Background: an optimization exercise with open tools, aiming at small area, a short achievable clock period and few clock cycles per item. Do not read the settings as production practice.

==> flow/design.v <==
package hsl2rgb_pkg;
  localparam int unsigned HueW  = 9;
  localparam int unsigned PctW  = 7;
  localparam int unsigned ChanW = 8;
  localparam logic [PctW-1:0] PctMax  = 7'd100;
  localparam logic [PctW-1:0] PctHalf = 7'd50;
endpackage
module hsl2rgb_csa #(
  parameter int unsigned W = 8
) (
  input  logic [W-1:0] a_i,
  input  logic [W-1:0] b_i,
  input  logic [W-1:0] c_i,
  output logic [W-1:0] s_o,
  output logic [W-1:0] y_o
);
  logic [W-1:0] maj;
  assign s_o = a_i ^ b_i ^ c_i;
  assign maj = (a_i & b_i) | (a_i & c_i) | (b_i & c_i);
  assign y_o = {maj[W-2:0], 1'b0};
endmodule
module hsl2rgb_chan
(
  input  logic [18:0] r_i,
  output logic [7:0]  lvl_o
);
  localparam logic [26:0] Kc = 27'(5 + 1 - (1 << 19) + 1 - (1 << 19) + 16 - (1 << 23));
  logic [18:0] n3, n1, n0;
  logic [26:0] t0, t1, t2, t3, t4, t5, t6, t7;
  logic [26:0] s1, y1, s2, y2, s3, y3, s4, y4, s5, y5, s6, y6, s7, y7, acc;
  assign n3 = ~(r_i >> 3);
  assign n1 = ~(r_i >> 1);
  assign n0 = ~r_i;
  assign t0 = 27'(r_i >> 14);
  assign t1 = 27'(r_i >> 10);
  assign t2 = 27'(r_i >> 8);
  assign t3 = 27'(r_i >> 5);
  assign t4 = 27'(n3);
  assign t5 = 27'(n1);
  assign t6 = 27'(n0) << 4;
  assign t7 = 27'(r_i) << 7;
  hsl2rgb_csa #(.W(27)) u_c1 (.a_i(t0), .b_i(t1), .c_i(t2), .s_o(s1), .y_o(y1));
  hsl2rgb_csa #(.W(27)) u_c2 (.a_i(t3), .b_i(t4), .c_i(t5), .s_o(s2), .y_o(y2));
  hsl2rgb_csa #(.W(27)) u_c3 (.a_i(t6), .b_i(t7), .c_i(Kc), .s_o(s3), .y_o(y3));
  hsl2rgb_csa #(.W(27)) u_c4 (.a_i(s1), .b_i(y1), .c_i(s2), .s_o(s4), .y_o(y4));
  hsl2rgb_csa #(.W(27)) u_c5 (.a_i(y2), .b_i(s3), .c_i(y3), .s_o(s5), .y_o(y5));
  hsl2rgb_csa #(.W(27)) u_c6 (.a_i(s4), .b_i(y4), .c_i(s5), .s_o(s6), .y_o(y6));
  hsl2rgb_csa #(.W(27)) u_c7 (.a_i(s6), .b_i(y6), .c_i(y5), .s_o(s7), .y_o(y7));
  assign acc   = s7 + y7;
  assign lvl_o = acc[24:17];
endmodule
module hsl2rgb_plat
(
  input  logic [13:0] q_i,
  output logic [17:0] yq_o        
);
  localparam logic [22:0] Kc = 23'((1 << 7) - (1 << 21) + 1 - (1 << 12) + 1 - (1 << 8)
                                   + 1 - (1 << 6) + 1 - (1 << 3));
  logic [13:0] n7;
  logic [11:0] n2;
  logic [7:0]  n6;
  logic [5:0]  n8;
  logic [2:0]  n11;
  logic [22:0] t0, t1, t2, t3, t4, t5, t6, t7, t8;
  logic [22:0] s1, y1, s2, y2, s3, y3, s4, y4, s5, y5, s6, y6, s7, y7, s8, y8, acc;
  assign n7  = ~q_i;
  assign n2  = ~q_i[13:2];
  assign n6  = ~q_i[13:6];
  assign n8  = ~q_i[13:8];
  assign n11 = ~q_i[13:11];
  assign t0 = 23'(q_i) << 9;
  assign t1 = 23'(n7) << 7;
  assign t2 = 23'(q_i) << 5;
  assign t3 = 23'(q_i) << 1;
  assign t4 = 23'(n2);
  assign t5 = 23'(q_i >> 4);
  assign t6 = 23'(n6);
  assign t7 = 23'(n8);
  assign t8 = 23'(n11);
  hsl2rgb_csa #(.W(23)) u_c1 (.a_i(t0), .b_i(t1), .c_i(t2), .s_o(s1), .y_o(y1));
  hsl2rgb_csa #(.W(23)) u_c2 (.a_i(t3), .b_i(t4), .c_i(t5), .s_o(s2), .y_o(y2));
  hsl2rgb_csa #(.W(23)) u_c3 (.a_i(t6), .b_i(t7), .c_i(t8), .s_o(s3), .y_o(y3));
  hsl2rgb_csa #(.W(23)) u_c4 (.a_i(s1), .b_i(y1), .c_i(s2), .s_o(s4), .y_o(y4));
  hsl2rgb_csa #(.W(23)) u_c5 (.a_i(y2), .b_i(s3), .c_i(y3), .s_o(s5), .y_o(y5));
  hsl2rgb_csa #(.W(23)) u_c6 (.a_i(s4), .b_i(y4), .c_i(s5), .s_o(s6), .y_o(y6));
  hsl2rgb_csa #(.W(23)) u_c7 (.a_i(s6), .b_i(y6), .c_i(y5), .s_o(s7), .y_o(y7));
  hsl2rgb_csa #(.W(23)) u_c8 (.a_i(s7), .b_i(y7), .c_i(Kc), .s_o(s8), .y_o(y8));
  assign acc  = s8 + y8;
  assign yq_o = acc[21:4];
endmodule
module hsl2rgb_low
(
  input  logic [17:0] yq_i,       
  input  logic [18:0] v_i,        
  output logic [7:0]  lp_o
);
  logic [18:0] diff;
  assign diff = v_i - 19'(yq_i);
  assign lp_o = diff[17:10];
endmodule
module hsl2rgb_frac
(
  input  logic [6:0] l_i,
  output logic [18:0] v_o        
);
  logic [3:0] tens, ones;
  logic [8:0] whole;             
  logic [9:0] thr;               
  always_comb begin
    tens = 4'd0;
    for (int i = 1; i <= 10; i++) begin
      if (l_i >= 7'(10 * i)) tens = 4'(i);
    end
  end
  assign ones    = 4'(l_i - 7'(tens * 4'd10));
  assign whole   = 9'(l_i) * 9'd5 + 9'(tens);
  always_comb begin
    case (ones)
      4'd0:    thr = 10'd7;
      4'd1:    thr = 10'd102;
      4'd2:    thr = 10'd205;
      4'd3:    thr = 10'd307;
      4'd4:    thr = 10'd409;
      4'd5:    thr = 10'd512;
      4'd6:    thr = 10'd614;
      4'd7:    thr = 10'd717;
      4'd8:    thr = 10'd819;
      default: thr = 10'd921;
    endcase
  end
  assign v_o = {whole, thr};
endmodule
module hsl2rgb_pipe #(
  parameter int unsigned W  = 1,
  parameter bit          EN = 1'b1
) (
  input  logic         clk_i,
  input  logic         en_i,
  input  logic [W-1:0] d_i,
  output logic [W-1:0] q_o
);
  if (EN) begin : g_reg
    logic [W-1:0] q;
    always_ff @(posedge clk_i) begin
      if (en_i) q <= d_i;
    end
    assign q_o = q;
  end else begin : g_wire
    assign q_o = d_i;
  end
endmodule
module hsl_to_rgb_converter_unit
(
  input  logic             clk_i,
  input  logic             rst_ni,
  input  logic             in_valid_i,
  output logic             in_ready_o,
  input  logic [hsl2rgb_pkg::HueW-1:0]  hue_degrees_i,
  input  logic [hsl2rgb_pkg::PctW-1:0]  saturation_pct_i,
  input  logic [hsl2rgb_pkg::PctW-1:0]  lightness_pct_i,
  output logic             out_valid_o,
  input  logic             out_ready_i,
  output logic [hsl2rgb_pkg::ChanW-1:0] red_o,
  output logic [hsl2rgb_pkg::ChanW-1:0] green_o,
  output logic [hsl2rgb_pkg::ChanW-1:0] blue_o
);
  localparam bit CutA = 1'b1;
  localparam bit CutB = 1'b1;
  localparam bit CutC = 1'b1;
  localparam bit CutD = 1'b1;
  localparam bit [3:0] Cut = {CutD, CutC, CutB, CutA};
  logic [4:0] vin;    
  logic [4:0] en;     
  assign vin[0] = in_valid_i;
  assign en[4]  = out_ready_i;
  logic [3:0] v;      
  for (genvar i = 0; i < 4; i++) begin : g_valid
    if (Cut[i]) begin : g_reg
      logic v_q;
      always_ff @(posedge clk_i or negedge rst_ni) begin
        if (!rst_ni) begin
          v_q <= 1'b0;
        end else if (en[i]) begin
          v_q <= vin[i];
        end
      end
      assign vin[i+1] = v_q;
      assign v[i]     = v_q;
    end else begin : g_wire
      assign vin[i+1] = vin[i];
      assign v[i]     = 1'b0;
    end
    assign en[i] = out_ready_i || !(&(v[3:i] | ~Cut[3:i]));
  end
  logic [3:0] ld;
  for (genvar i = 0; i < 4; i++) begin : g_load
    assign ld[i] = en[i] && vin[i];
  end
  assign in_ready_o  = en[0];
  assign out_valid_o = vin[4];
  logic [2:0] sec;     
  logic [5:0] w;       
  logic [6:0] s, l, m;
  logic [6:0] g;
  logic [3:0] k, gm;
  assign g = hue_degrees_i[8:2];
  always_comb begin
    k = 4'd0;
    for (int i = 1; i <= 8; i++) begin
      if (g >= 7'(15 * i)) k = 4'(i);
    end
  end
  assign gm  = 4'(g - 7'(k * 4'd15));
  assign w   = {gm, hue_degrees_i[1:0]};
  assign sec = (k >= 4'd6) ? 3'(k - 4'd6) : 3'(k);
  assign s = (saturation_pct_i > hsl2rgb_pkg::PctMax) ? hsl2rgb_pkg::PctMax : saturation_pct_i;
  assign l = (lightness_pct_i  > hsl2rgb_pkg::PctMax) ? hsl2rgb_pkg::PctMax : lightness_pct_i;
  assign m = (l < hsl2rgb_pkg::PctHalf) ? l : hsl2rgb_pkg::PctMax - l;
  logic [5:0] ma, wa;
  logic [6:0] sa, la;
  logic [2:0] seca;
  hsl2rgb_pipe #(.W(29), .EN(CutA)) u_cut_a (
    .clk_i, .en_i(ld[0]),
    .d_i({m[5:0], s, l, w, sec}),
    .q_o({ma, sa, la, wa, seca})
  );
  logic [12:0] c;
  logic [13:0] q;
  logic [4:0]  a;       
  logic        neg;     
  logic [18:0] l3;      
  assign c = 13'(ma * sa);
  assign q = 14'(la * 7'd100) + 14'(ma * sa);
  assign a   = 5'((wa >= 6'd30) ? wa - 6'd30 : 6'd30 - wa);
  assign neg = (wa < 6'd30) ^ seca[0];
  assign l3  = (19'(la) << 12) - (19'(la) << 10) - (19'(la) << 6) - (19'(la) << 3)
             + (neg ? 19'(a) : 19'd0);
  logic [12:0] cb;
  logic [13:0] qb;
  logic [6:0]  lb;
  logic [4:0]  ab;
  logic        negb;
  logic [2:0]  secb;
  logic [18:0] l3b;
  hsl2rgb_pipe #(.W(62), .EN(CutB)) u_cut_b (
    .clk_i, .en_i(ld[1]),
    .d_i({c, q, la, a, neg, seca, l3}),
    .q_o({cb, qb, lb, ab, negb, secb, l3b})
  );
  logic [18:0] cx, r;
  assign cx = 19'(cb) ^ {19{negb}};
  assign r  = l3b + 19'(cx * ab);
  logic [17:0] yq;
  hsl2rgb_plat u_plat (.q_i(qb), .yq_o(yq));
  logic [18:0] rc;
  logic [17:0] yqc;
  logic [6:0]  lc;
  logic [2:0]  secc;
  hsl2rgb_pipe #(.W(47), .EN(CutC)) u_cut_c (
    .clk_i, .en_i(ld[2]),
    .d_i({r, yq, lb, secb}),
    .q_o({rc, yqc, lc, secc})
  );
  logic [7:0]  lq, lp, lr;
  logic [18:0] lv;
  assign lq = yqc[17:10];
  hsl2rgb_chan u_ramp (.r_i(rc), .lvl_o(lr));
  hsl2rgb_frac u_frac (.l_i(lc), .v_o(lv));
  hsl2rgb_low  u_low  (.yq_i(yqc), .v_i(lv), .lp_o(lp));
  logic [2:0] selr, selg, selb;    
  always_comb begin
    case (secc)
      3'd0:    begin selr = 3'b001; selg = 3'b100; selb = 3'b010; end
      3'd1:    begin selr = 3'b100; selg = 3'b001; selb = 3'b010; end
      3'd2:    begin selr = 3'b010; selg = 3'b001; selb = 3'b100; end
      3'd3:    begin selr = 3'b010; selg = 3'b100; selb = 3'b001; end
      3'd4:    begin selr = 3'b100; selg = 3'b010; selb = 3'b001; end
      default: begin selr = 3'b001; selg = 3'b010; selb = 3'b100; end
    endcase
  end
  logic [7:0] lqd, lpd, lrd;
  logic [2:0] selrd, selgd, selbd;
  hsl2rgb_pipe #(.W(33), .EN(CutD)) u_cut_d (
    .clk_i, .en_i(ld[3]),
    .d_i({lq, lp, lr, selr, selg, selb}),
    .q_o({lqd, lpd, lrd, selrd, selgd, selbd})
  );
  assign red_o   = ({8{selrd[0]}} & lqd) | ({8{selrd[1]}} & lpd) | ({8{selrd[2]}} & lrd);
  assign green_o = ({8{selgd[0]}} & lqd) | ({8{selgd[1]}} & lpd) | ({8{selgd[2]}} & lrd);
  assign blue_o  = ({8{selbd[0]}} & lqd) | ({8{selbd[1]}} & lpd) | ({8{selbd[2]}} & lrd);
endmodule
clock: 9.5 ns
lec_check: 0
abc_clock_period_in_ps: 4500
cap_margin: 20
core_margin: 2
core_utilization: 40
setup_slack_margin: 4.6
slew_margin: 20
run.sh (not shown) runs the stock make flow with config.mk's settings and CLKGATE_MAP_FILE= SYNTH_SCRIPT=/design/flow/synth_recipe.tcl, a recipe that flattens the netlist after the stock synthesis.
Rerun with:
--- a/flow/design.v
+++ b/flow/design.v
@@ -191,12 +191,8 @@
       assign v[i]     = 1'b0;
     end
     assign en[i] = out_ready_i || !(&(v[3:i] | ~Cut[3:i]));
   end
-  logic [3:0] ld;
-  for (genvar i = 0; i < 4; i++) begin : g_load
-    assign ld[i] = en[i] && vin[i];
-  end
   assign in_ready_o  = en[0];
   assign out_valid_o = vin[4];
   logic [2:0] sec;     
   logic [5:0] w;       
@@ -219,9 +215,9 @@
   logic [5:0] ma, wa;
   logic [6:0] sa, la;
   logic [2:0] seca;
   hsl2rgb_pipe #(.W(29), .EN(CutA)) u_cut_a (
-    .clk_i, .en_i(ld[0]),
+    .clk_i, .en_i(en[0]),
     .d_i({m[5:0], s, l, w, sec}),
     .q_o({ma, sa, la, wa, seca})
   );
   logic [12:0] c;
@@ -229,9 +225,9 @@
   logic [4:0]  a;       
   logic        neg;     
   logic [18:0] l3;      
   assign c = 13'(ma * sa);
-  assign q = 14'(la * 7'd100) + 14'(ma * sa);
+  assign q = 14'(la * 7'd100) + 14'(c);
   assign a   = 5'((wa >= 6'd30) ? wa - 6'd30 : 6'd30 - wa);
   assign neg = (wa < 6'd30) ^ seca[0];
   assign l3  = (19'(la) << 12) - (19'(la) << 10) - (19'(la) << 6) - (19'(la) << 3)
              + (neg ? 19'(a) : 19'd0);
@@ -242,9 +238,9 @@
   logic        negb;
   logic [2:0]  secb;
   logic [18:0] l3b;
   hsl2rgb_pipe #(.W(62), .EN(CutB)) u_cut_b (
-    .clk_i, .en_i(ld[1]),
+    .clk_i, .en_i(en[1]),
     .d_i({c, q, la, a, neg, seca, l3}),
     .q_o({cb, qb, lb, ab, negb, secb, l3b})
   );
   logic [18:0] cx, r;
@@ -256,9 +252,9 @@
   logic [17:0] yqc;
   logic [6:0]  lc;
   logic [2:0]  secc;
   hsl2rgb_pipe #(.W(47), .EN(CutC)) u_cut_c (
-    .clk_i, .en_i(ld[2]),
+    .clk_i, .en_i(en[2]),
     .d_i({r, yq, lb, secb}),
     .q_o({rc, yqc, lc, secc})
   );
   logic [7:0]  lq, lp, lr;
@@ -266,26 +262,22 @@
   assign lq = yqc[17:10];
   hsl2rgb_chan u_ramp (.r_i(rc), .lvl_o(lr));
   hsl2rgb_frac u_frac (.l_i(lc), .v_o(lv));
   hsl2rgb_low  u_low  (.yq_i(yqc), .v_i(lv), .lp_o(lp));
-  logic [2:0] selr, selg, selb;    
-  always_comb begin
-    case (secc)
-      3'd0:    begin selr = 3'b001; selg = 3'b100; selb = 3'b010; end
-      3'd1:    begin selr = 3'b100; selg = 3'b001; selb = 3'b010; end
-      3'd2:    begin selr = 3'b010; selg = 3'b001; selb = 3'b100; end
-      3'd3:    begin selr = 3'b010; selg = 3'b100; selb = 3'b001; end
-      3'd4:    begin selr = 3'b100; selg = 3'b010; selb = 3'b001; end
-      default: begin selr = 3'b001; selg = 3'b010; selb = 3'b100; end
+  logic [7:0] lqd, lpd, lrd;
+  logic [2:0] secd;
+  hsl2rgb_pipe #(.W(27), .EN(CutD)) u_cut_d (
+    .clk_i, .en_i(en[3]),
+    .d_i({lq, lp, lr, secc}),
+    .q_o({lqd, lpd, lrd, secd})
+  );
+  always_comb begin
+    case (secd)
+      3'd0:    begin red_o = lqd; green_o = lrd; blue_o = lpd; end
+      3'd1:    begin red_o = lrd; green_o = lqd; blue_o = lpd; end
+      3'd2:    begin red_o = lpd; green_o = lqd; blue_o = lrd; end
+      3'd3:    begin red_o = lpd; green_o = lrd; blue_o = lqd; end
+      3'd4:    begin red_o = lrd; green_o = lpd; blue_o = lqd; end
+      default: begin red_o = lqd; green_o = lpd; blue_o = lrd; end
     endcase
   end
-  logic [7:0] lqd, lpd, lrd;
-  logic [2:0] selrd, selgd, selbd;
-  hsl2rgb_pipe #(.W(33), .EN(CutD)) u_cut_d (
-    .clk_i, .en_i(ld[3]),
-    .d_i({lq, lp, lr, selr, selg, selb}),
-    .q_o({lqd, lpd, lrd, selrd, selgd, selbd})
-  );
-  assign red_o   = ({8{selrd[0]}} & lqd) | ({8{selrd[1]}} & lpd) | ({8{selrd[2]}} & lrd);
-  assign green_o = ({8{selgd[0]}} & lqd) | ({8{selgd[1]}} & lpd) | ({8{selgd[2]}} & lrd);
-  assign blue_o  = ({8{selbd[0]}} & lqd) | ({8{selbd[1]}} & lpd) | ({8{selbd[2]}} & lrd);
-endmodule
+endmodule
Cell area is lower by 0.68%.
Register-to-register slack gets worse by 60 ps.
Wire length is higher by 1.8%.
Hold slack is about the same.
Setup slack gets worse by 9.9 ps.
Die area is lower by 0.92%.
Flip-flop and latch count is lower by 6.
Global-route usage is higher by 0.10 points.
No functional check of the RTL was part of any run of this note.

[re-timing with driven ports]
The flow's constraints put no driver on any port. The routed layouts listed below were extracted and timed again, unchanged, in two steps.
Step 1: set_driving_cell puts a clkbuf_16 on clk_i and a buf_2 on each other input, an assumption about the parent block.
Step 2, shift: input delay + t, output delay - t, t = (earliest + latest rising clock arrival at the registers) / 2. This alone moves slack from input paths to output paths.
Slacks: ideal ports / drivers / drivers and shift; pairs: ideal ports / drivers.
run | shift t [ns] | setup slack, ns | latest minus earliest clock arrival (ns)
the first run | 0.506 | 4.689 / 4.660 / 4.561 | 0.016 / 0.016
the second run | 0.512 | 4.680 / 4.675 / 4.424 | 0.011 / 0.012
After both steps setup and hold are still met in every run listed. For the second run, which loses most, drivers alone change the setup slack by -0.005 ns; drivers and shift together by -0.256 ns.
